What follows belongs to an exercise in optimizing a design on an open flow for a short achievable clock period and few clock cycles per item; a production flow would make more cautious choices.
Function was checked by simulation only, so behaviour that the tests miss may differ from the original.
Power and IR drop assume default switching activity.

**flow/flow/run.sh**
```bash
#!/bin/bash
set -uo pipefail
cd "$(dirname "$0")/.."
bash standard.sh synth > log_synth.txt 2>&1 || { tail -20 log_synth.txt; exit 1; }
bash standard.sh SETUP_SLACK_MARGIN=7 finish > log_layout.txt 2>&1 || { tail -20 log_layout.txt; exit 1; }
```
**flow/standard.sh**
```bash
#!/bin/bash
# synth_recipe.tcl (not shown) runs the flow's synth.tcl, then flattens the netlist and writes it again
# the make line also repeats each setting of config.mk as NAME=value (left out here)
make -C /OpenROAD-flow-scripts/flow DESIGN_CONFIG=/design/flow/config.mk WORK_HOME=/design/flow/orfs CLKGATE_MAP_FILE= SYNTH_SCRIPT=/design/flow/synth_recipe.tcl "${@:-finish}"
```
**flow/config.mk**
```make
export PLATFORM = sky130hd
export DESIGN_NAME = bf_top
export DESIGN_NICKNAME = bf_top
export VERILOG_FILES = /design/flow/design.v
export SDC_FILE = /design/flow/constraint.sdc
export NUM_CORES = 4
export LEC_CHECK = 0
export CAP_MARGIN = 20
export CORE_MARGIN = 2
export CORE_UTILIZATION = 40
export SLEW_MARGIN = 20
```
**flow/constraint.sdc**
```tcl
create_clock -name core_clock -period 10.0 [get_ports {clk}]
set_input_delay 2.0000 -clock core_clock [delete_from_list [all_inputs] [get_ports {clk}]]
set_output_delay 2.0000 -clock core_clock [all_outputs]
set_load 0.01 [all_outputs]
```
**flow/design.v**
```verilog
package bf_word_pkg;
   localparam int BUCKET_BITS = 4;
   localparam int NUM_BUCKETS = 12;
   localparam int EPOCH_BITS  = 8;
   localparam int TAG_BITS    = 16;
   localparam int ADDR_BITS   = 19;
   localparam int VEC_BITS   = NUM_BUCKETS * BUCKET_BITS;
   localparam int WORD_BITS  = VEC_BITS + EPOCH_BITS + TAG_BITS;   
   localparam int EPOCH_LSB  = TAG_BITS;
   localparam int BUCKET_LSB = TAG_BITS + EPOCH_BITS;
   typedef logic [BUCKET_BITS-1:0] bucket_t;
   typedef logic [VEC_BITS-1:0]    bucket_vec_t;    
   typedef logic [EPOCH_BITS-1:0]  epoch_t;
   typedef logic [TAG_BITS-1:0]    tag_t;
   typedef logic [ADDR_BITS-1:0]   sram_addr_t;
   typedef logic [WORD_BITS-1:0]   sram_word_t;
endpackage
package bf_ctrl_pkg;
   typedef logic req_kind_t;
   localparam logic KIND_INSERT = 1'b1;
endpackage
`timescale 1ns/100ps
module epoch_timer #(
   parameter int EPOCH_CYCLES = 2032
) (
   input  logic               clk,
   input  logic               rst,
   output bf_word_pkg::epoch_t epoch
);
   localparam int CNT_BITS = $clog2(EPOCH_CYCLES + 1);
   logic [CNT_BITS-1:0] cnt;
   logic                wrap;
   always_ff @(posedge clk) begin
      if (rst) begin
         cnt   <= '0;
         epoch <= '0;
         wrap  <= 1'b0;
      end else begin
         wrap <= (cnt == CNT_BITS'(EPOCH_CYCLES - 2));
         if (wrap) begin
            cnt   <= '0;
            epoch <= epoch + 1'b1;     
         end else begin
            cnt <= cnt + 1'b1;
         end
      end
   end
endmodule
`timescale 1ns/100ps
module small_fifo #(
   parameter int WIDTH      = 8,
   parameter int DEPTH_BITS = 3
) (
   input  logic                clk,
   input  logic                rst,
   input  logic [WIDTH-1:0]    din,
   input  logic                wr_en,
   input  logic                rd_en,
   output logic [WIDTH-1:0]    dout,
   output logic                empty,
   output logic [DEPTH_BITS:0] count
);
   localparam int DEPTH = 1 << DEPTH_BITS;
   logic [WIDTH-1:0]    mem [DEPTH];
   logic [DEPTH_BITS:0] wr_ptr;
   logic [DEPTH_BITS:0] rd_ptr;
   assign dout  = mem[rd_ptr[DEPTH_BITS-1:0]];
   assign empty = (wr_ptr == rd_ptr);
   assign count = wr_ptr - rd_ptr;
   always_ff @(posedge clk) begin
      if (wr_en)
         mem[wr_ptr[DEPTH_BITS-1:0]] <= din;
   end
   always_ff @(posedge clk) begin
      if (rst) begin
         wr_ptr <= '0;
         rd_ptr <= '0;
      end else begin
         if (wr_en)
            wr_ptr <= wr_ptr + 1'b1;
         if (rd_en)
            rd_ptr <= rd_ptr + 1'b1;
      end
   end
endmodule
`timescale 1ns/100ps
module bucket_age (
   input  bf_word_pkg::bucket_vec_t vec_in,
   input  logic                     clr,       
   input  logic [3:0]               sh,        
   output bf_word_pkg::bucket_vec_t aged,
   output logic [11:0]              nz
);
   bf_word_pkg::bucket_vec_t shifted;
   assign shifted = vec_in >> ({sh, 2'b00});
   assign aged    = clr ? '0 : shifted;
   always_comb begin
      for (int i = 0; i < 12; i++)
         nz[i] = |aged[i*4 +: 4];
   end
endmodule
module bucket_update (
   input  bf_word_pkg::bucket_vec_t aged,
   input  logic [11:0]              nz,
   input  logic                     do_op,
   input  bf_ctrl_pkg::req_kind_t   kind,
   output bf_word_pkg::bucket_vec_t result
);
   logic [11:0] higher;    
   logic [11:0] sel;
   always_comb begin
      higher[11] = 1'b0;
      for (int i = 10; i >= 0; i--)
         higher[i] = higher[i+1] | nz[i+1];
      for (int i = 0; i < 12; i++)
         sel[i] = nz[i] & !higher[i];
   end
   always_comb begin
      result = aged;
      if (do_op) begin
         if (kind == bf_ctrl_pkg::KIND_INSERT) begin
            if (aged[47:44] != 4'hf)
               result[47:44] = aged[47:44] + 4'd1;    
         end else begin
            for (int i = 0; i < 12; i++)
               if (sel[i])
                  result[i*4 +: 4] = aged[i*4 +: 4] - 4'd1;
         end
      end
   end
endmodule
`timescale 1ns/100ps
module bf_engine #(
   parameter int TABLE_DEPTH = 1024,
   parameter int VISIT_GAP   = 24
) (
   input  logic                    clk,
   input  logic                    rst,         
   input  logic                    rst_now,     
   input  bf_word_pkg::epoch_t     epoch,
   output logic                    sram_rd_req,
   output bf_word_pkg::sram_addr_t sram_rd_addr,
   output logic                    sram_wr_req,
   output bf_word_pkg::sram_addr_t sram_wr_addr,
   output bf_word_pkg::sram_word_t sram_wr_data,
   input  bf_word_pkg::sram_word_t rd_data,
   input  logic                    rd_vld,
   input  logic                    req_empty,
   output logic                    req_pop,
   input  bf_ctrl_pkg::req_kind_t  req_kind,
   input  bf_word_pkg::sram_addr_t req_hash0,
   input  bf_word_pkg::sram_addr_t req_hash1
);
   localparam int NE = 8;
   logic [NE-1:0]           ent_v;
   bf_word_pkg::sram_addr_t ent_a [NE];
   logic                    ent_op [NE];    
   logic                    ent_k [NE];
   logic [2:0]              tail, retp, head;
   logic [3:0]              nv;             
   logic                    full;
   logic                    cand_v;
   bf_word_pkg::sram_addr_t cand_a;
   logic                    cand_op;
   logic                    cand_k;
   logic [NE-1:0]           cand_m;     
   logic                    sel;        
   logic                    nx_v, nx_op, nx_k;    
   bf_word_pkg::sram_addr_t nx_a;
   logic                    nx_free;
   logic [NE-1:0]           nx_m;
   logic [NE-1:0]           sc_m;       
   logic [9:0]              sp;
   logic [9:0]              sc_addr;
   logic                    sc_pend;
   logic [4:0]              vcnt;
   logic                    visit, visit_q;
   logic [255:0]            done;
   logic [15:0]             sp_lo, sp_hi;    
   logic [15:0]             done_g;
   logic                    done_q;
   logic                    st_v;            
   logic [15:0]             st_lo, st_hi;
   logic [9:0]              ahead;
   logic                     r0_v;
   bf_word_pkg::sram_word_t  r0_d;
   logic                     a1_v, a1_op, a1_k, a1_clr;
   logic [3:0]               a1_sh;
   bf_word_pkg::bucket_vec_t a1_vec;
   bf_word_pkg::sram_addr_t  a1_a;
   bf_word_pkg::epoch_t      a1_ep;
   logic                     a2_v, a2_op, a2_k;
   logic [11:0]              a2_nz;
   bf_word_pkg::bucket_vec_t a2_vec;
   bf_word_pkg::sram_addr_t  a2_a;
   bf_word_pkg::epoch_t      a2_ep;
   bf_word_pkg::bucket_vec_t aged, result;
   logic [11:0]              nz;
   bf_word_pkg::epoch_t      age;
   logic issue, cand_free;
   assign issue     = cand_v && !(|(cand_m & ent_v)) && !full && !a2_v && !rst;
   assign cand_free = !cand_v || issue;
   assign nx_free   = !nx_v || (cand_free && !sc_pend);
   assign req_pop   = nx_free && !req_empty && sel && !rst;
   assign visit     = (vcnt == '0) && !sc_pend;
   always_comb begin
      for (int i = 0; i < NE; i++)
         nx_m[i] = (issue && tail == 3'(i)) ? (cand_a == nx_a) : (ent_a[i] == nx_a);
      for (int i = 0; i < NE; i++)
         sc_m[i] = (issue && tail == 3'(i)) ? (cand_a == {9'd0, sc_addr}) : (ent_a[i] == {9'd0, sc_addr});
   end
   always_ff @(posedge clk) begin
      if (rst) begin
         ent_v <= '0;
         tail  <= '0;
         head  <= '0;
         nv    <= '0;
         full  <= 1'b0;
      end else begin
         if (issue) begin
            ent_v[tail] <= 1'b1;
            tail        <= tail + 1'b1;
            nv          <= nv + 1'b1;
            full        <= (nv == 4'(NE - 1));
         end
         if (a2_v) begin
            ent_v[head] <= 1'b0;
            head        <= head + 1'b1;
            nv          <= nv - 1'b1;
            full        <= 1'b0;
         end
      end
   end
   always_ff @(posedge clk) begin
      if (!ent_v[tail]) begin
         ent_a[tail]  <= cand_a;
         ent_op[tail] <= cand_op;
         ent_k[tail]  <= cand_k;
      end
   end
   always_ff @(posedge clk) begin
      if (rst) begin
         cand_v  <= 1'b0;
         nx_v    <= 1'b0;
         sel     <= 1'b0;
         sc_pend <= 1'b0;
         sp      <= '0;
         vcnt    <= 5'(VISIT_GAP - 1);
         visit_q <= 1'b0;
      end else begin
         if (cand_free) begin
            cand_v <= sc_pend || nx_v;
            sc_pend <= 1'b0;
         end
         if (nx_free) begin
            nx_v <= !req_empty;
            if (!req_empty)
               sel <= !sel;
         end
         visit_q <= visit;
         if (visit) begin
            vcnt <= 5'(VISIT_GAP - 1);
            sp   <= sp + 1'b1;
            if (!done_q) begin
               sc_pend <= 1'b1;
               sc_addr <= sp;
            end
         end else if (vcnt != '0) begin
            vcnt <= vcnt - 1'b1;
         end
      end
   end
   always_ff @(posedge clk) begin
      if (cand_free) begin
         cand_a  <= sc_pend ? {9'd0, sc_addr} : nx_a;
         cand_op <= !sc_pend && nx_op;
         cand_k  <= nx_k;
         cand_m  <= sc_pend ? sc_m : nx_m;
      end
      if (nx_free) begin
         nx_a  <= sel ? req_hash1 : req_hash0;
         nx_op <= 1'b1;
         nx_k  <= req_kind;
      end
   end
   assign ahead = a1_a[9:0] - sp;
   always_ff @(posedge clk) begin
      for (int j = 0; j < 16; j++) begin
         sp_lo[j]  <= (sp[3:0] == 4'(j));
         sp_hi[j]  <= (sp[7:4] == 4'(j));
         done_g[j] <= |(done[j*16 +: 16] & sp_lo);
         st_lo[j]  <= (a1_a[3:0] == 4'(j));
         st_hi[j]  <= (a1_a[7:4] == 4'(j));
      end
      done_q <= |(done_g & sp_hi);
      st_v   <= a1_v && a1_a[18:10] == '0 && ahead[9:8] == 2'b00 && ahead[7:1] != '0;
      for (int i = 0; i < 256; i++) begin
         if (rst)
            done[i] <= 1'b0;
         else if (a2_v && st_v && st_hi[i/16] && st_lo[i%16])
            done[i] <= 1'b1;
         else if (visit_q && sp_hi[i/16] && sp_lo[i%16])
            done[i] <= 1'b0;
      end
   end
   assign age = epoch - r0_d[bf_word_pkg::EPOCH_LSB +: bf_word_pkg::EPOCH_BITS];
   always_ff @(posedge clk) begin
      r0_v <= rd_vld;
      r0_d <= rd_data;
      if (rst) begin
         a1_v <= 1'b0;
         a2_v <= 1'b0;
         retp <= '0;
      end else begin
         a1_v <= r0_v;
         a2_v <= a1_v;
         if (r0_v)
            retp <= retp + 1'b1;
      end
      a1_vec <= r0_d[bf_word_pkg::BUCKET_LSB +: bf_word_pkg::VEC_BITS];
      a1_clr <= (age >= 8'd12);
      a1_sh  <= age[3:0];
      a1_a   <= ent_a[retp];
      a1_op  <= ent_op[retp];
      a1_k   <= ent_k[retp];
      a1_ep  <= epoch;
      a2_vec <= aged;
      a2_nz  <= nz;
      a2_a   <= a1_a;
      a2_op  <= a1_op;
      a2_k   <= a1_k;
      a2_ep  <= a1_ep;
   end
   bucket_age u_age (
      .vec_in (a1_vec),
      .clr    (a1_clr),
      .sh     (a1_sh),
      .aged   (aged),
      .nz     (nz)
   );
   bucket_update u_update (
      .aged   (a2_vec),
      .nz     (a2_nz),
      .do_op  (a2_op),
      .kind   (a2_k),
      .result (result)
   );
   always_ff @(posedge clk) begin
      sram_rd_req  <= issue && !rst_now;
      sram_wr_req  <= a2_v && !rst && !rst_now;
      sram_rd_addr <= cand_a;
      sram_wr_addr <= a2_a;
      sram_wr_data <= {result, a2_ep, a2_a[bf_word_pkg::TAG_BITS-1:0]};
   end
endmodule
`timescale 1ns/100ps
module bf_top (
   input  logic                    clk,
   input  logic                    rst,
   input  logic                    req_valid,
   input  bf_ctrl_pkg::req_kind_t  req_kind,
   input  bf_word_pkg::sram_addr_t req_hash0,
   input  bf_word_pkg::sram_addr_t req_hash1,
   output logic                    req_ready,
   output logic                    sram_rd_req,
   output bf_word_pkg::sram_addr_t sram_rd_addr,
   input  bf_word_pkg::sram_word_t sram_rd_data,
   input  logic                    sram_rd_vld,
   output logic                    sram_wr_req,
   output bf_word_pkg::sram_addr_t sram_wr_addr,
   output bf_word_pkg::sram_word_t sram_wr_data
);
   localparam int REQ_BITS   = 1 + 2 * bf_word_pkg::ADDR_BITS;
   localparam int DEPTH_BITS = 2;
   bf_word_pkg::epoch_t     epoch;
   logic                    rst_q;
   logic                    cap_v, rdy_d, taken;
   bf_ctrl_pkg::req_kind_t  cap_k;
   bf_word_pkg::sram_addr_t cap_h0, cap_h1;
   logic                    req_empty, req_pop;
   logic [DEPTH_BITS:0]     req_cnt;
   logic [REQ_BITS-1:0]     req_dout;
   bf_ctrl_pkg::req_kind_t  q_kind;
   bf_word_pkg::sram_addr_t q_hash0, q_hash1;
   always_ff @(posedge clk) begin
      rst_q  <= rst;
      cap_v  <= req_valid;
      cap_k  <= req_kind;
      cap_h0 <= req_hash0;
      cap_h1 <= req_hash1;
      rdy_d  <= req_ready;
   end
   assign taken = cap_v && rdy_d && !rst_q;
   assign {q_kind, q_hash1, q_hash0} = req_dout;
   always_ff @(posedge clk) begin
      if (rst_q)
         req_ready <= 1'b0;
      else
         req_ready <= ({1'b0, req_cnt} + (DEPTH_BITS+2)'(taken) + (DEPTH_BITS+2)'(req_ready)) <= (DEPTH_BITS+2)'((1 << DEPTH_BITS) - 1);
   end
   epoch_timer #(.EPOCH_CYCLES(2032)) u_timer (
      .clk   (clk),
      .rst   (rst_q),
      .epoch (epoch)
   );
   small_fifo #(.WIDTH(REQ_BITS), .DEPTH_BITS(DEPTH_BITS)) req_queue (
      .clk   (clk),
      .rst   (rst_q),
      .din   ({cap_k, cap_h1, cap_h0}),
      .wr_en (taken),
      .rd_en (req_pop),
      .dout  (req_dout),
      .empty (req_empty),
      .count (req_cnt)
   );
   bf_engine #(.TABLE_DEPTH(1024)) u_engine (
      .clk          (clk),
      .rst          (rst_q),
      .rst_now      (rst),
      .epoch        (epoch),
      .sram_rd_req  (sram_rd_req),
      .sram_rd_addr (sram_rd_addr),
      .sram_wr_req  (sram_wr_req),
      .sram_wr_addr (sram_wr_addr),
      .sram_wr_data (sram_wr_data),
      .rd_data      (sram_rd_data),
      .rd_vld       (sram_rd_vld),
      .req_empty    (req_empty),
      .req_pop      (req_pop),
      .req_kind     (q_kind),
      .req_hash0    (q_hash0),
      .req_hash1    (q_hash1)
   );
endmodule
```
==> results of run 1 <==
==> synthesized netlist by cell type (40+ instances only) <==
cell type / number / area [um^2]
a21oi_1: 53 / 265
a221oi_1: 69 / 604
a22o_1: 68 / 596
a22oi_1: 260 / 1950
and3_1: 42 / 263
clkbuf_1: 235 / 882
dfxtp_1: 777 / 15600
edfxtp_1: 383 / 11500
ha_1: 60 / 751
inv_1: 78 / 293
mux2_2: 47 / 529
mux2i_1: 40 / 400
mux4_2: 95 / 2140
nand2_1: 417 / 1570
nand4_1: 73 / 457
nor2_1: 407 / 1530
nor3_1: 61 / 305
nor4_1: 78 / 488
xnor2_1: 153 / 1340
xor2_1: 184 / 1610
==> power breakdown <==
group | internal [mW] | total, mW | switching, mW
Sequential | 5.29 | 5.87 | 0.575
Combinational | 0.629 | 1.30 | 0.667
Clock | 2.66 | 4.57 | 1.91
Total | 8.58 | 11.7 | 3.15
==> state kept, by name, indices dropped and copies added (netlist names), 48 cells and up, named ones only <==
register / cells
u_engine.r0_d: 56
u_engine.a2_vec: 48
u_engine.sram_wr_data: 56
req_queue.mem: 156
u_engine.a1_vec: 48
u_engine.ent_a: 152
u_engine.done: 256
==> final timing paths <==
path	startpoint	endpoint	slack (ns)	cells after the start
setup / recovery	u_engine.sram_wr_addr[8]	sram_wr_data[8]	6.79	1
hold / removal	u_engine.r0_d[56]	u_engine.a1_vec[32]	0.32	0
setup reg to reg	u_engine.sp[0]	u_engine.st_v	7.18	8
hold reg to reg	u_engine.r0_d[56]	u_engine.a1_vec[32]	0.32	0
==> through the flow <==
stage	utilization	setup WS, ns
global placement	0.431	6.94
CTS	0.466	6.73
global route	0.467	6.73
floorplan	-	6.65
detailed placement	0.431	6.87
finish	0.467	6.79
==> final cells by class <==
cell class	count	share of cell area
clock buffer	165	0.0635
inverter	82	0.00589
sequential	1160	0.518
multi-input combinational	2370	0.318
clock inverter	61	0.0145
tap	1500	0.0358
timing repair buffer	259	0.0447
==> cell families (layout without fill, tap and decap cells) <==
group | Yosys count | count (layout) | synth area share
flip-flops | 1160 | 1160 | 0.599
XOR/XNOR | 337 | 337 | 0.0653
adder cells (fa/ha/maj) | 64 | 64 | 0.0184
AO/OA/AOI/OAI | 570 | 570 | 0.0936
AND/OR/NAND/NOR | 1217 | 1217 | 0.122
buffers and inverters | 381 | 567 | 0.0338
multiplexers | 182 | 182 | 0.0679
==> routing by layer <==
| layer | vias up | wire [um] |
|---|---|---|
| met5 | - | 0 |
| met4 | 0 | 4070 |
| met3 | 238 | 8330 |
| met2 | 1197 | 56000 |
| met1 | 15154 | 53400 |
| li1 | 14140 | - |
==> repair_timing <==
action / CTS / global route
pin swaps: 2 / 1
resized for setup: 551 / 46
buffers inserted: 1 / 0
hold buffers: 0 / 0
endpoints found under the setup margin: 114 / 126
==> key figures, run 1 <==
Run status
  – Outcome: finished clean

Power and ir drop
  – Total power: 11.7 mW
  – P_leak: 18.5 nW
  – Max VDD drop: 0.000165 V
  – Power Dens Cells: 223 nW/um^2

STA
  – FMAX: 0.311 GHz
  – Worst hold slack: 0.319 ns
  – Tmin final: 3.21 ns
  – Slew HR: 0.155
  – Final period utilization: 0.321
  – Max-slew violation count: 0
  – RSZ-0062 raised after global routing: yes
  – Clock Skews: 0.0842 ns
  – Setup TNS: 0 ns
  – Worst slew pin tran: 1.27 ns
  – Hold Fails Final Rpt: 0
  – Final setup violation count: 0

CTS
  – # H-tree levels: 3
  – Worst-Skew Late Latency: 0.74 ns
  – Root Driver: clkbuf_16
  – CTS Sinks: 1160
  – Clock Pin Slew Worst Setup and Hold Paths: 0.07 ns
  – Clock tree buffer depth: 3
  – CTS buffer count: 119
  – Clock tree from TritonCTS: built

Global routing
  – Met1 Track Usage GR: 0.282
  – Grt peak-use layer: met2
  – Initial antenna violation count: 2
  – GRT Resource Usage Total: 0.205
  – First-pass GRT wire length: 184 mm
  – Met2 Use GR: 0.327
  – Vias in the first global route: 29.7k
  – Largest net degree at the start of global routing: 75
  – Overflow after GRT: 0
  – Met3 Resource Use GR: 0.0346

Setup path
  – CP arrival: 1.21 ns
  – Critical path's slowest cell: dfxtp_4
  – Crit path cell chain: buf_6
  – Kind of critical path: reg -> out
  – CP delay by family, top: flip-flops
  – Crit start category: flop
  – Worst-path maximum fanout: 2
  – Buf+Inv Stages, Crit Path: 1
  – Slowest cell delay on critical path: 0.38 ns
  – CP Data Required Time: 8.00 ns
  – CP Capture Type: primary output

Route
  – Via/cell ratio: 5.49
  – WL final: 122 mm
  – First-pass DRT Iterations: 5
  – Drt wl/cell: 21.8 um
  – Post-route ant nets: 0
  – DRC violations left: 0
  – Via Count: 30.7k
  – Initial DRC Count: 2865

Floorplanning
  – I/O pin total: 228
  – Core area: 112000 um^2
  – Initial core utilization: 0.402
  – Die span in y: 340 um
  – Die footprint: 116000 um^2
  – Die width: 340 um
  – Core Rows: 123

Place
  – Placed Cells: 5370
  – IO buf count: 211
  – Post-DP HPWL: 77.3 mm
  – GPL Wtd Cong: 0.907
  – Placement Cell Area: 48400 um^2

Yosys
  – Mapped Cells: 3911
  – Average size of a mapped cell: 11.6 um^2
  – Yosys reg bits: 1160
  – Syn. warnings: 6
  – Syn Nets: 4090
  – Ys async rst share: 0
  – Cell variety after synth: 58
  – Post-Syn Area: 45200 um^2
  – Main synth FF type: dfxtp_1
  – Seq/Total Area, Yosys: 0.599
  – Number of enable flip-flop cells after synthesis: 383

Cells and area
  – Register Area: 27200 um^2
  – Final instance area: 52500 um^2
  – Commonest non-fill, non-tap cell in the layout: dfxtp_1
  – Layout cells sized above 1: 0.147
  – Post-Layout Cell Count: 5597
  – Nets: 4171
  – Fill count: 10.2k
  – Commonest cells after routing, fill and taps aside: dfxtp_1 (697), nand2_1 (417), nor2_1 (406), edfxtp_1 (383), a22oi_1 (260)
  – Layout area overhead: 16.2%
  – Multi-input logic area: 16700 um^2
  – Antenna fix cells: 0

Min path
  – Worst hold path type: reg -> reg

Flow run
  – # Max-Cap Violations: 0
Testbench counts, summed over its fixed seeds: cycles 387,701, items 96,000.
==> run 2, diff against run 1 <==
--- a/flow/design.v
+++ b/flow/design.v
@@ -182,8 +182,6 @@
    logic                    st_v;            
    logic [15:0]             st_lo, st_hi;
    logic [9:0]              ahead;
-   logic                     r0_v;
-   bf_word_pkg::sram_word_t  r0_d;
    logic                     a1_v, a1_op, a1_k, a1_clr;
    logic [3:0]               a1_sh;
    bf_word_pkg::bucket_vec_t a1_vec;
@@ -303,21 +301,19 @@
             done[i] <= 1'b0;
       end
    end
-   assign age = epoch - r0_d[bf_word_pkg::EPOCH_LSB +: bf_word_pkg::EPOCH_BITS];
+   assign age = epoch - rd_data[bf_word_pkg::EPOCH_LSB +: bf_word_pkg::EPOCH_BITS];
    always_ff @(posedge clk) begin
-      r0_v <= rd_vld;
-      r0_d <= rd_data;
       if (rst) begin
          a1_v <= 1'b0;
          a2_v <= 1'b0;
          retp <= '0;
       end else begin
-         a1_v <= r0_v;
+         a1_v <= rd_vld;
          a2_v <= a1_v;
-         if (r0_v)
+         if (rd_vld)
             retp <= retp + 1'b1;
       end
-      a1_vec <= r0_d[bf_word_pkg::BUCKET_LSB +: bf_word_pkg::VEC_BITS];
+      a1_vec <= rd_data[bf_word_pkg::BUCKET_LSB +: bf_word_pkg::VEC_BITS];
       a1_clr <= (age >= 8'd12);
       a1_sh  <= age[3:0];
       a1_a   <= ent_a[retp];
==> run 2 against run 1 <==
Register-to-register slack worse by 0.04 ns. Design area is 2.4% lower. Synthesized cell count is 1.1% lower. Worst hold slack worse by 0.0016 ns.
==> key figures, run 2 <==
Setup path
  – Slowest cell delay on critical path: 0.36 ns
  – CP Capture Type: primary output
  – Critical path's slowest cell: dfxtp_4
  – Crit path cell chain: buf_6
  – Crit start category: flop
  – CP Data Required Time: 8.00 ns
  – CP delay by family, top: flip-flops
  – Kind of critical path: reg -> out
  – Buf+Inv Stages, Crit Path: 1
  – CP arrival: 1.20 ns
  – Worst-path maximum fanout: 2

Cells and area
  – Commonest cells after routing, fill and taps aside: dfxtp_1 (637), nor2_1 (422), nand2_1 (409), edfxtp_1 (383), a22oi_1 (261)
  – Layout area overhead: 16.2%
  – Post-Layout Cell Count: 5519
  – Commonest non-fill, non-tap cell in the layout: dfxtp_1
  – Max FFs per register: 256
  – Largest Register: u_engine.done
  – Layout cells sized above 1: 0.154
  – Nets: 4123
  – Final Core Density: 0.469

STA
  – RSZ-0062 raised after global routing: yes
  – Setup TNS: 0 ns
  – Worst slew pin tran: 1.18 ns
  – Final WS setup: 6.80 ns
  – Final setup violation count: 0
  – Slew HR: 0.212
  – Max-slew violation count: 0
  – FMAX: 0.313 GHz
  – Hold Fails Final Rpt: 0
  – Final period utilization: 0.320
  – Clock Skews: 0.0283 ns
  – Tmin final: 3.20 ns

Floorplanning
  – I/O pin total: 228
  – Initial core utilization: 0.404
  – Die footprint: 113000 um^2
  – Core area: 109000 um^2
  – Die width: 336 um
  – Die span in y: 336 um
  – Core Rows: 121

Yosys
  – Cell variety after synth: 61
  – Synth top area share: 0.327
  – Yosys reg bits: 1103
  – Biggest area consumer among synthesized cells: dfxtp_1
  – Number of enable flip-flop cells after synthesis: 383
  – Syn Nets: 4048
  – Ys async rst share: 0
  – Seq/Total Area, Yosys: 0.588
  – Mapped Cells: 3869
  – Post-Syn Area: 44100 um^2
  – Average size of a mapped cell: 11.4 um^2
  – Synth area leaders: dfxtp_1 (33%), edfxtp_1 (26%), mux4_2 (5.1%), a22oi_1 (4.4%), xor2_1 (4.0%)
  – Syn. warnings: 6
  – Most frequent cell after synthesis: dfxtp_1
  – Most frequent cells after synthesis: dfxtp_1 (720), nor2_1 (430), nand2_1 (409)
  – Main synth FF type: dfxtp_1

Run status
  – Outcome: finished clean

Route
  – DRC violations left: 0
  – Post-route ant nets: 0
  – Initial DRC Count: 3140
  – First-pass DRT Iterations: 6
  – WL final: 121 mm
  – Drt wl/cell: 22.0 um
  – Via/cell ratio: 5.52
  – Via Count: 30.5k

Place
  – IO buf count: 211
  – Dpl ws: 5.92 ns
  – Post-DP HPWL: 76.5 mm
  – GPL Wtd Cong: 0.916
  – Placed Cells: 5298

Flow run
  – # Max-Cap Violations: 0

Global routing
  – Overflow after GRT: 0
  – Initial antenna violation count: 0
  – GRT Resource Usage Total: 0.211
  – Vias in the first global route: 29.1k
  – First-pass GRT wire length: 181 mm
  – Largest net degree at the start of global routing: 202

Power and ir drop
  – Power Dens Cells: 218 nW/um^2
  – P_leak: 18.0 nW
  – Max VDD drop: 0.000159 V
  – Total power: 11.2 mW

CTS
  – Root Driver: clkbuf_16
  – Clock tree from TritonCTS: built
  – Clock Pin Slew Worst Setup and Hold Paths: 0.06 ns
  – Hold buffers post-CTS: 0
  – # H-tree levels: 3
  – Clock tree buffer depth: 3
  – CTS Sinks: 1103
  – Worst-Skew Late Latency: 0.71 ns
  – CTS buffer count: 110

Min path
  – Worst hold path type: reg -> reg
==> run 2: cell count changes after synthesis, moves of 6 or more <==
cell	change
a211oi_1	-7
a21oi_1	+8
and3_1	-6
buf_2	-16
clkbuf_1	+17
dfxtp_1	-57
mux2i_1	-13
nand2_1	-8
nand3_1	+11
nand4_1	-15
nor2_1	+23
xnor2_1	-16
xor2_1	+15
==> run 2: cell type report <==
class,count,area (um^2)
Antenna cell,1,2.50
Clock buffer,153,3170
Clock inverter,57,567
Fill cell,9874,57900
Inverter,81,312
Multi-Input combinational cell,2385,16900
Sequential cell,1103,26000
Tap cell,1476,1850
Timing Repair Buffer,262,2430
Timing Repair inverter,1,5.00
==> run 2: where the power goes <==
group	internal [mW]	switching (mW)	total, mW
Combinational	0.647	0.753	1.40
Sequential	5.05	0.511	5.57
Clock	2.43	1.78	4.21
Total	8.13	3.04	11.2
==> run 2: cells by family after synthesis <==
kind of cell / share of synthesized area
AOI/OAI and AO/OA: 0.0978
xor gates and xnor gates: 0.0667
adders and majority gates: 0.0188
buffers and inverters: 0.0343
DFF: 0.588
muxes: 0.0692
and+or+nand+nor: 0.126
==> run 2: timing repair <==
action | 4_1_cts | 5_1_grt
pin swaps | 9 | 10
gates resized for setup | 574 | 55
setup endpoints to repair | 197 | 117
setup buffers | 3 | 4
gates cloned | 1 | 1
==> run 2: metrics by stage <==
step / area (um^2) / hold WS (ns)
after global routing: 51200 / 0.327
after detailed placement: 47300 / 0.312
final: 51200 / 0.317
after CTS: 51000 / 0.314
after global placement: 47300 / 0.310
after floorplan: 44100 / 0.310
==> run 2: routing by layer <==
layer,vias to the layer above,global-route usage,wire length [um]
li1,14000,-,-
met1,15044,0.287,52300
met2,1182,0.346,57200
met3,232,0.0324,8380
met4,0,0.0640,3600
met5,-,0,0
==> run 2: worst paths after layout <==
check | startpoint | endpoint | slack (ns) | cells past startpoint
min reg2reg | u_engine.a2_a[13] | u_engine.sram_wr_addr[13] | 0.32 | 0
max | u_engine.sram_wr_addr[6] | sram_wr_data[6] | 6.80 | 1
max reg2reg | u_engine.sc_addr[6] | u_engine.cand_m[4] | 7.14 | 6
min | u_engine.a2_a[13] | u_engine.sram_wr_addr[13] | 0.32 | 0
Testbench counts of run 2, summed over its fixed seeds: cycles 387,221, items 96,000.
==> run 3, diff against run 2 <==
--- a/flow/config.mk
+++ b/flow/config.mk
@@ -8,4 +8,5 @@
 export CAP_MARGIN = 20
 export CORE_MARGIN = 2
 export CORE_UTILIZATION = 40
+export PLACE_DENSITY = 0.85
 export SLEW_MARGIN = 20
==> run 3 against run 2 <==
Clock skew grew 0.0042 ns. Synthesized area did not move. Critical endpoint is now req_ready. Worst hold slack worse by 0.0025 ns.
==> key figures, run 3 <==
Run status
  – Outcome: finished clean

Power and ir drop
  – Net Sw Frac: 0.272
  – Reg power frac: 0.507
  – Pint: 8.16 mW
  – Power Dens Cells: 219 nW/um^2
  – Logic gate share of total power: 0.111
  – Net switching power: 3.05 mW
  – Total power: 11.2 mW
  – Clock network power share: 0.381
  – P_leak: 17.9 nW
  – Max VDD drop: 0.000207 V

Yosys
  – Synth top area share: 0.327
  – Cell variety after synth: 61
  – Main synth FF type: dfxtp_1
  – Most frequent cell after synthesis: dfxtp_1
  – Syn. warnings: 6
  – Mapped Cells: 3869
  – Seq/Total Area, Yosys: 0.588
  – Syn Nets: 4048
  – Biggest area consumer among synthesized cells: dfxtp_1
  – Average size of a mapped cell: 11.4 um^2
  – Number of enable flip-flop cells after synthesis: 383
  – Synth area leaders: dfxtp_1 (33%), edfxtp_1 (26%), mux4_2 (5.1%), a22oi_1 (4.4%), xor2_1 (4.0%)
  – Post-Syn Area: 44100 um^2
  – Yosys reg bits: 1103
  – Ys async rst share: 0
  – Most frequent cells after synthesis: dfxtp_1 (720), nor2_1 (430), nand2_1 (409)

Place
  – Post-DP HPWL: 76.8 mm
  – Dpl ws: 5.98 ns
  – Placement Cell Area: 47200 um^2
  – Placed Cells: 5292
  – GPL Wtd Cong: 0.966
  – IO buf count: 211

STA
  – Final WS setup: 6.81 ns
  – Worst slew pin tran: 1.29 ns
  – FMAX: 0.314 GHz
  – Tmin final: 3.19 ns
  – Worst hold slack: 0.315 ns
  – Slew HR: 0.137
  – Max-slew violation count: 0
  – Hold Fails Final Rpt: 0
  – Clock Skews: 0.0325 ns
  – Setup TNS: 0 ns
  – Final setup violation count: 0
  – Final period utilization: 0.319
  – RSZ-0062 raised after global routing: yes

Cells and area
  – Commonest cells after routing, fill and taps aside: dfxtp_1 (633), nor2_1 (423), nand2_1 (409), edfxtp_1 (383), a22oi_1 (261)
  – Final instance area: 51200 um^2
  – Fill count: 9393
  – Commonest non-fill, non-tap cell in the layout: dfxtp_1
  – Post-Layout Cell Count: 5500
  – Register Area: 26000 um^2
  – Multi-input logic area: 16800 um^2
  – Final Core Density: 0.469
  – Layout cells sized above 1: 0.150
  – Largest Register: u_engine.done
  – Nets: 4110
  – Max FFs per register: 256
  – Layout area overhead: 16.1%

Min path
  – Worst Hold Launch: u_engine.a1_ep[6]
  – Worst hold path type: reg -> reg
  – Hold EP: u_engine.a2_ep[6]
  – Worst hold stages: 0

Setup path
  – RR Endpoint: u_engine.cand_m[2]
  – R2R setup slack: 7.10 ns
  – R2r startpoint: u_engine.sc_addr[6]
  – Buf+Inv Stages, Crit Path: 1
  – Worst-path maximum fanout: 3
  – Crit start category: flop
  – CP Capture Type: primary output
  – CP Data Required Time: 8.00 ns
  – CP delay by family, top: flip-flops
  – Slowest cell delay on critical path: 0.36 ns
  – Crit path cell chain: buf_4
  – Worst R2R Path Depth: 5
  – Critical path's slowest cell: dfxtp_2
  – Kind of critical path: reg -> out
  – CP arrival: 1.19 ns

Route
  – Post-route ant nets: 0
  – Via/cell ratio: 5.74
  – First-pass DRT Iterations: 7
  – Via Count: 31.6k
  – Initial DRC Count: 3935
  – Drt wl/cell: 22.1 um
  – DRC violations left: 0
  – WL final: 122 mm

CTS
  – Clock Pin Slew Worst Setup and Hold Paths: 0.06 ns
  – Worst-Skew Late Latency: 0.71 ns
  – CTS buffer count: 108
  – CTS Sinks: 1103
  – Clock tree buffer depth: 3
  – # H-tree levels: 3
  – Clock tree from TritonCTS: built
  – Hold buffers post-CTS: 0
  – Root Driver: clkbuf_16

Global routing
  – Overflow after GRT: 0
  – Initial antenna violation count: 4
  – First-pass GRT wire length: 184 mm
  – Vias in the first global route: 30.9k
  – Largest net degree at the start of global routing: 107
  – GRT Resource Usage Total: 0.210

Floorplanning
  – Core area: 109000 um^2
  – I/O pin total: 228
  – Die footprint: 113000 um^2
  – Die width: 336 um
  – Core Rows: 121
  – Die span in y: 336 um
  – Initial core utilization: 0.404

Flow run
  – # Max-Cap Violations: 0
-- run 3: cell counts after synthesis --
No cell type changed its count.
-- run 3: worst max-delay path by stage --
stage,end,startpoint,depth (start not counted)
floorplan,u_engine.a1_clr,sram_rd_data[16],9
global placement,u_engine.a1_clr,sram_rd_data[16],10
detailed placement,u_engine.a1_clr,sram_rd_data[17],9
CTS,req_ready,req_ready,1
global route,sram_wr_data[7],u_engine.sram_wr_addr[7],1
finish,req_ready,req_ready,1
-- run 3: final cells by class --
cell class                 count  area share
sequential                  1103       0.508
multi-input combinational   2384       0.329
clock buffer                 148      0.0601
timing repair buffer         252      0.0467
tap                         1476      0.0361
clock inverter                54      0.0137
inverter                      81     0.00608
timing repair inverter         1   0.0000977
antenna                        1   0.0000489
-- run 3: power groups by stage --
stage | clock [mW] | sequential [mW] | combinational, mW
2_1_floorplan | 0 | 5.34 | 0.904
3_3_place_gp | 0 | 5.70 | 1.19
3_5_place_dp | 0 | 5.72 | 1.22
4_1_cts | 4.32 | 5.65 | 1.21
5_1_grt | 4.50 | 5.70 | 1.34
6_report | 4.27 | 5.68 | 1.25
-- run 3: per-layer routing --
layer  global-route usage  part of all wire  vias to the layer above
li1                     -                 -                    13950
met1                0.264              0.38                    15436
met2                0.351              0.48                     1806
met3               0.0374             0.097                      385
met4               0.0967             0.050                        4
met5                    0           0.00028                        -
-- run 3: cell families after synthesis --
family,share of synthesized area
simple gates,0.126
xor+xnor,0.0667
fa+ha+maj,0.0188
compound gates,0.0978
flops,0.588
mux,0.0692
buf+inv,0.0343
-- run 3: worst register-to-register path, stage by stage, from the launching register on --
cell,delay [ns]
edfxtp_1,0.86
xor2_1,0.21
nor4_1,0.46
nand4_1,0.19
nor4_1,0.68
mux4_2,0.38
-- run 3: repair_timing --
action | 4_1_cts | 5_1_grt
gates cloned | 0 | 1
buffers inserted | 0 | 4
endpoints found under the setup margin | 170 | 221
resized for setup | 582 | 59
pin swaps | 7 | 9
==> run 4, diff against run 3 <==
--- a/flow/config.mk
+++ b/flow/config.mk
@@ -7,6 +7,6 @@
 export LEC_CHECK = 0
 export CAP_MARGIN = 20
 export CORE_MARGIN = 2
-export CORE_UTILIZATION = 40
-export PLACE_DENSITY = 0.85
+export CORE_UTILIZATION = 60
+export PLACE_DENSITY = 0.8
 export SLEW_MARGIN = 20
==> run 4 against run 3 <==
Utilization grew 22 points. Power decreased by 1.3%. Design area fell by 1.4%. Die area is 33% lower. Via count shrank 0.44%. Synthesized area is the same. Sequential cell count did not move. Synthesized cell count unchanged. Non-clock buffer count decreased by 2. Critical path depth did not move. First-iteration DRC count is 5.7% lower. Routed wire length is 3.0% lower. Critical path type unchanged.
==> key figures, run 4 <==
STA
  – Final setup violation count: 0
  – Final period utilization: 0.315
  – Setup TNS: 0 ns
  – Tmin final: 3.15 ns
  – FMAX: 0.318 GHz
  – Max-slew violation count: 0
  – Hold Fails Final Rpt: 0
  – RSZ-0062 raised after global routing: yes
  – Slew HR: 0.133
  – Worst slew pin tran: 1.30 ns
  – Clock Skews: 0.0256 ns

Power and ir drop
  – Max VDD drop: 0.000186 V
  – P_leak: 17.9 nW
  – Net Sw Frac: 0.271
  – Clock network power share: 0.371
  – Net switching power: 3.00 mW
  – Reg power frac: 0.512
  – Logic gate share of total power: 0.118
  – Total power: 11.1 mW
  – Pint: 8.06 mW
  – Power Dens Cells: 219 nW/um^2

Setup path
  – CP arrival: 1.15 ns
  – Buf+Inv Stages, Crit Path: 1
  – CP Capture Type: primary output
  – Slowest cell delay on critical path: 0.36 ns
  – CP Data Required Time: 8.00 ns
  – Worst-path maximum fanout: 2
  – Crit start category: flop
  – Kind of critical path: reg -> out
  – Critical path's slowest cell: dfxtp_4
  – CP delay by family, top: flip-flops
  – R2R setup slack: 7.08 ns
  – Crit path cell chain: buf_6

Cells and area
  – Multi-input logic area: 16900 um^2
  – Register Area: 26000 um^2
  – Layout area overhead: 14.4%
  – Max FFs per register: 256
  – Nets: 4110
  – Layout cells sized above 1: 0.153
  – Largest Register: u_engine.done
  – Commonest non-fill, non-tap cell in the layout: dfxtp_1
  – Commonest cells after routing, fill and taps aside: dfxtp_1 (635), nor2_1 (422), nand2_1 (409), edfxtp_1 (383), a22oi_1 (261)
  – Fill count: 5080

Route
  – Top Layer Used: met4
  – Via Count: 31.4k
  – Met2 wire len: 55.7 mm
  – Met3 routed WL: 11.5 mm
  – WL final: 118 mm
  – DRC violations left: 0
  – Wl on met1: 45.4 mm
  – First-pass DRT Iterations: 5
  – Initial DRC Count: 3711
  – Drt wl/cell: 23.7 um
  – Via/cell ratio: 6.32
  – Post-route ant nets: 0

Yosys
  – Synth area leaders: dfxtp_1 (33%), edfxtp_1 (26%), mux4_2 (5.1%), a22oi_1 (4.4%), xor2_1 (4.0%)
  – Number of enable flip-flop cells after synthesis: 383
  – Cell variety after synth: 61
  – Most frequent cell after synthesis: dfxtp_1
  – Biggest area consumer among synthesized cells: dfxtp_1
  – Most frequent cells after synthesis: dfxtp_1 (720), nor2_1 (430), nand2_1 (409)
  – Seq/Total Area, Yosys: 0.588
  – Ys async rst share: 0
  – Yosys reg bits: 1103
  – Mapped Cells: 3869
  – Syn Nets: 4048
  – Average size of a mapped cell: 11.4 um^2
  – Post-Syn Area: 44100 um^2
  – Synth top area share: 0.327
  – Syn. warnings: 6
  – Main synth FF type: dfxtp_1

Global routing
  – Overflow after GRT: 0
  – First-pass GRT wire length: 178 mm
  – Initial antenna violation count: 1
  – Vias in the first global route: 30.4k
  – Largest net degree at the start of global routing: 185
  – GRT Resource Usage Total: 0.306

CTS
  – Worst-Skew Late Latency: 0.68 ns
  – Root Driver: clkbuf_16
  – CTS buffer count: 106
  – CTS Sinks: 1103
  – Clock tree from TritonCTS: built
  – Clock Pin Slew Worst Setup and Hold Paths: 0.07 ns
  – # H-tree levels: 3
  – Clock tree buffer depth: 3

Floorplanning
  – I/O pin total: 228
  – Die span in y: 275 um
  – Die width: 275 um
  – Initial core utilization: 0.605
  – Core Rows: 99
  – Core area: 72800 um^2
  – Die footprint: 75700 um^2

Run status
  – Outcome: finished clean

Min path
  – Worst hold path type: reg -> reg

Flow run
  – # Max-Cap Violations: 0

Place
  – IO buf count: 211
  – GPL Wtd Cong: 0.922
  – Post-DP HPWL: 72.6 mm
==> run 4: cell counts after synthesis <==
No cell type changed its count.
==> run 4: final cells by class <==
class / instances / area share
repair buffers: 250 / 0.0468
clock buffers: 134 / 0.0580
flip-flops and latches: 1103 / 0.516
well taps: 959 / 0.0238
multi-input cells: 2388 / 0.336
repair inverters: 1 / 0.0000992
clock inverters: 62 / 0.0131
diodes: 1 / 0.0000496
inverters: 81 / 0.00622
==> run 4: through the flow <==
| step | area (um^2) | cells | setup slack, ns | utilization | hold WS, ns |
|---|---|---|---|---|---|
| 6_report | 50500 | 4979 | 6.85 | 0.693 | 0.321 |
| 5_1_grt | 50500 | 4979 | 6.81 | 0.693 | 0.328 |
| 4_1_cts | 50100 | 4967 | 6.68 | 0.688 | 0.323 |
| 3_5_place_dp | 46500 | 4765 | 5.91 | 0.639 | 0.312 |
| 3_3_place_gp | 46500 | 4765 | 6.01 | 0.639 | 0.310 |
| 2_1_floorplan | 44100 | 3869 | 6.63 | - | 0.310 |
==> run 4: worst paths after layout <==
| path | startpoint | end | depth (start not counted) |
|---|---|---|---|
| max | u_engine.sram_wr_addr[6] | sram_wr_data[6] | 1 |
| min | u_engine.a2_a[10] | u_engine.sram_wr_addr[10] | 0 |
| max reg2reg | u_engine.tail[2] | u_engine.ent_a[6][14] | 6 |
| min reg2reg | u_engine.a2_a[10] | u_engine.sram_wr_addr[10] | 0 |
==> run 4: routing by layer <==
metal,vias to the layer above,global-route usage
li1,13984,-
met1,15387,0.410
met2,1697,0.497
met3,375,0.0518
met4,0,0.129
met5,-,0
==> run 4: logic make-up (layout without fill, tap and decap cells) <==
kind of cell / Yosys count / in the layout / share of synthesized area
fa+ha+maj: 64 / 64 / 0.0188
compound gates: 580 / 580 / 0.0978
buf+inv: 382 / 528 / 0.0343
flops: 1103 / 1103 / 0.588
xor+xnor: 336 / 336 / 0.0667
other cells: 0 / 1 / 0
mux: 175 / 175 / 0.0692
simple gates: 1229 / 1233 / 0.126
==> run 4: worst register-to-register path, delay by kind of cell (launching register included) <==
kind	cells	cell delay [ns]
AO/OA/AOI/OAI	2	0.40
multiplexers	1	0.40
buffers and inverters	1	0.35
AND/OR/NAND/NOR	2	0.81
flip-flops	1	0.63
==> run 4: timing repair <==
action | 4_1_cts | 5_1_grt
pin swaps | 12 | 13
setup buffers | 4 | 7
endpoints found under the setup margin | 198 | 203
hold buffers | 0 | 0
gates cloned | 2 | 3
gates resized for setup | 588 | 63
==> run 4: power by group through the flow <==
stage / combinational, mW / sequential [mW] / clock (mW)
6_report: 1.30 / 5.66 / 4.10
2_1_floorplan: 0.904 / 5.34 / 0
3_3_place_gp: 1.22 / 5.67 / 0
3_5_place_dp: 1.24 / 5.69 / 0
5_1_grt: 1.38 / 5.68 / 4.31
4_1_cts: 1.26 / 5.63 / 4.12
==> run 5, diff against run 4 <==
--- a/flow/config.mk
+++ b/flow/config.mk
@@ -7,6 +7,6 @@
 export LEC_CHECK = 0
 export CAP_MARGIN = 20
 export CORE_MARGIN = 2
-export CORE_UTILIZATION = 60
-export PLACE_DENSITY = 0.8
+export CORE_UTILIZATION = 75
+export PLACE_DENSITY = 0.9
 export SLEW_MARGIN = 20
==> run 5 against run 4 <==
Die area down 20%. Via count increased by 6.6%. Non-clock buffer count up 3.
==> key figures, run 5 <==
Run status
  – Outcome: finished clean

Yosys
  – Number of enable flip-flop cells after synthesis: 383
  – Average size of a mapped cell: 11.4 um^2
  – Seq/Total Area, Yosys: 0.588
  – Cell variety after synth: 61
  – Synth top area share: 0.327
  – Syn. warnings: 6
  – Yosys reg bits: 1103
  – Main synth FF type: dfxtp_1
  – Most frequent cells after synthesis: dfxtp_1 (720), nor2_1 (430), nand2_1 (409)
  – Post-Syn Area: 44100 um^2
  – Mapped Cells: 3869
  – Synth area leaders: dfxtp_1 (33%), edfxtp_1 (26%), mux4_2 (5.1%), a22oi_1 (4.4%), xor2_1 (4.0%)
  – Most frequent cell after synthesis: dfxtp_1
  – Syn Nets: 4048
  – Ys async rst share: 0
  – Biggest area consumer among synthesized cells: dfxtp_1

Power and ir drop
  – Max VDD drop: 0.000226 V
  – P_leak: 17.9 nW
  – Power Dens Cells: 224 nW/um^2

Global routing
  – Vias in the first global route: 32.6k
  – GRT Resource Usage Total: 0.425
  – Largest net degree at the start of global routing: 162
  – Overflow after GRT: 0
  – Initial antenna violation count: 3
  – First-pass GRT wire length: 194 mm

STA
  – Final setup violation count: 0
  – Tmin final: 3.20 ns
  – Slew HR: 0.103
  – Final WS setup: 6.80 ns
  – Clock Skews: 0.0556 ns
  – Max-slew violation count: 0
  – Worst slew pin tran: 1.34 ns
  – Hold Fails Final Rpt: 0
  – Setup TNS: 0 ns
  – Final period utilization: 0.320
  – RSZ-0062 raised after global routing: yes
  – FMAX: 0.312 GHz

Route
  – Via Count: 33.5k
  – Drt wl/cell: 27.9 um
  – DRC violations left: 0
  – Via/cell ratio: 7.02
  – Post-route ant nets: 0
  – WL final: 133 mm
  – Initial DRC Count: 5084
  – First-pass DRT Iterations: 8

Setup path
  – CP arrival: 1.20 ns
  – Crit path cell chain: buf_6
  – CP Data Required Time: 8.00 ns
  – Critical path's slowest cell: dfxtp_4
  – Worst-path maximum fanout: 2
  – Kind of critical path: reg -> out
  – Buf+Inv Stages, Crit Path: 1
  – Slowest cell delay on critical path: 0.36 ns
  – CP Capture Type: primary output
  – Crit start category: flop
  – CP delay by family, top: flip-flops

Floorplanning
  – Core Rows: 88
  – Die width: 246 um
  – Core area: 57900 um^2
  – Initial core utilization: 0.761
  – Die span in y: 246 um
  – I/O pin total: 228
  – Die footprint: 60800 um^2

CTS
  – Clock Pin Slew Worst Setup and Hold Paths: 0.07 ns
  – # H-tree levels: 3
  – Clock tree buffer depth: 3
  – Worst-Skew Late Latency: 0.73 ns
  – CTS buffer count: 103
  – Hold buffers post-CTS: 0
  – CTS Sinks: 1103
  – Clock tree from TritonCTS: built
  – Root Driver: clkbuf_16

Cells and area
  – Layout cells sized above 1: 0.153
  – Layout area overhead: 14.2%
  – Largest Register: u_engine.done
  – Commonest cells after routing, fill and taps aside: dfxtp_1 (626), nor2_1 (423), nand2_1 (409), edfxtp_1 (383), a22oi_1 (261)
  – Commonest non-fill, non-tap cell in the layout: dfxtp_1
  – Post-Layout Cell Count: 4780
  – Fill count: 2615
  – Max FFs per register: 256
  – Final Core Density: 0.869
  – Nets: 4106

Place
  – Dpl ws: 5.97 ns
  – GPL Wtd Cong: 0.980
  – IO buf count: 211
  – Placed Cells: 4576
  – Post-DP HPWL: 76.8 mm

Min path
  – Worst hold path type: reg -> reg

Flow run
  – # Max-Cap Violations: 0
==> run 5: cell counts after synthesis <==
Identical to the previous run, type by type.
==> run 5: where the power goes <==
part	internal, mW	total (mW)	leakage, nW	switching (mW)
Combinational	0.624	1.29	6.65	0.671
Clock	2.47	4.27	1.83	1.79
Sequential	5.05	5.73	9.47	0.674
==> run 5: final timing paths <==
kind | end | from | cells after the start | slack (ns)
setup / recovery | req_ready | req_ready | 1 | 6.80
hold / removal | u_engine.sram_wr_addr[16] | u_engine.a2_a[16] | 0 | 0.32
setup reg to reg | u_engine.cand_m[2] | u_engine.sc_addr[3] | 5 | 6.96
hold reg to reg | u_engine.sram_wr_addr[16] | u_engine.a2_a[16] | 0 | 0.32
==> run 5: layout make-up <==
type                            count  area [um^2]  share of cell area
Antenna cell                        2         5.00           0.0000994
Clock buffer                      148         3080              0.0612
Clock inverter                     43          637              0.0126
Inverter                           81          312             0.00619
Multi-Input combinational cell   2384        16800               0.335
Sequential cell                  1103        26100               0.517
Tap cell                          765          957              0.0190
Timing Repair Buffer              253         2450              0.0487
Timing Repair inverter              1         5.00           0.0000994
==> run 5: metal layers <==
layer | vias to the layer above | track usage | wire length [um]
met5 | - | 0 | 36
met4 | 6 | 0.253 | 9570
met3 | 773 | 0.0996 | 16900
met2 | 2811 | 0.676 | 61900
met1 | 15989 | 0.533 | 44900
li1 | 13953 | - | -
==> run 5: through the flow <==
step | area [um^2] | total power [mW] | hold slack [ns]
after global routing | 50300 | 11.5 | 0.328
after global placement | 46300 | 6.89 | 0.310
after detailed placement | 46300 | 6.94 | 0.312
final | 50400 | 11.3 | 0.322
after CTS | 50100 | 11.1 | 0.321
after floorplan | 44100 | 6.24 | 0.310
==> run 5: cells by family after synthesis <==
family,synth area share
buffers and inverters,0.0343
multiplexers,0.0692
AO/OA/AOI/OAI,0.0978
XOR/XNOR,0.0667
flip-flops,0.588
AND/OR/NAND/NOR,0.126
adder cells (fa/ha/maj),0.0188
==> run 5: repair_timing <==
item	in CTS	in global routing
resized for setup	623	40
buffers inserted	7	2
endpoints found under the setup margin	126	123
pin swaps	13	3
cloned	0	1

-- re-timing with driven ports --
How much do the figures lean on ideal ports? The routed layouts below were timed once more, with nothing changed but the port constraints. Step 1, drivers: a clkbuf_16 drives clk and a buf_2 each remaining input, both assumed. Step 2 times the ports against the registers' clock, not the clock port: input delays grow and output delays shrink by t, the midpoint of the rising clock arrivals with the driver on. a / b / c = ideal / step 1 / step 2; a / b = the first two.
run	t (ns)	setup slack, ns	cell pins on the clock port's net
run 1	0.764	6.785 / 6.716 / 6.983	1
run 2	0.766	6.804 / 6.737 / 6.260	1
run 3	0.762	6.811 / 6.741 / 6.297	1
run 4	0.732	6.852 / 6.786 / 6.321	1
run 5	0.768	6.795 / 6.727 / 6.138	1
After both steps setup and hold are still met in every run listed. For run 5, which loses most, drivers alone change the setup slack by -0.068 ns; drivers and shift together by -0.657 ns.
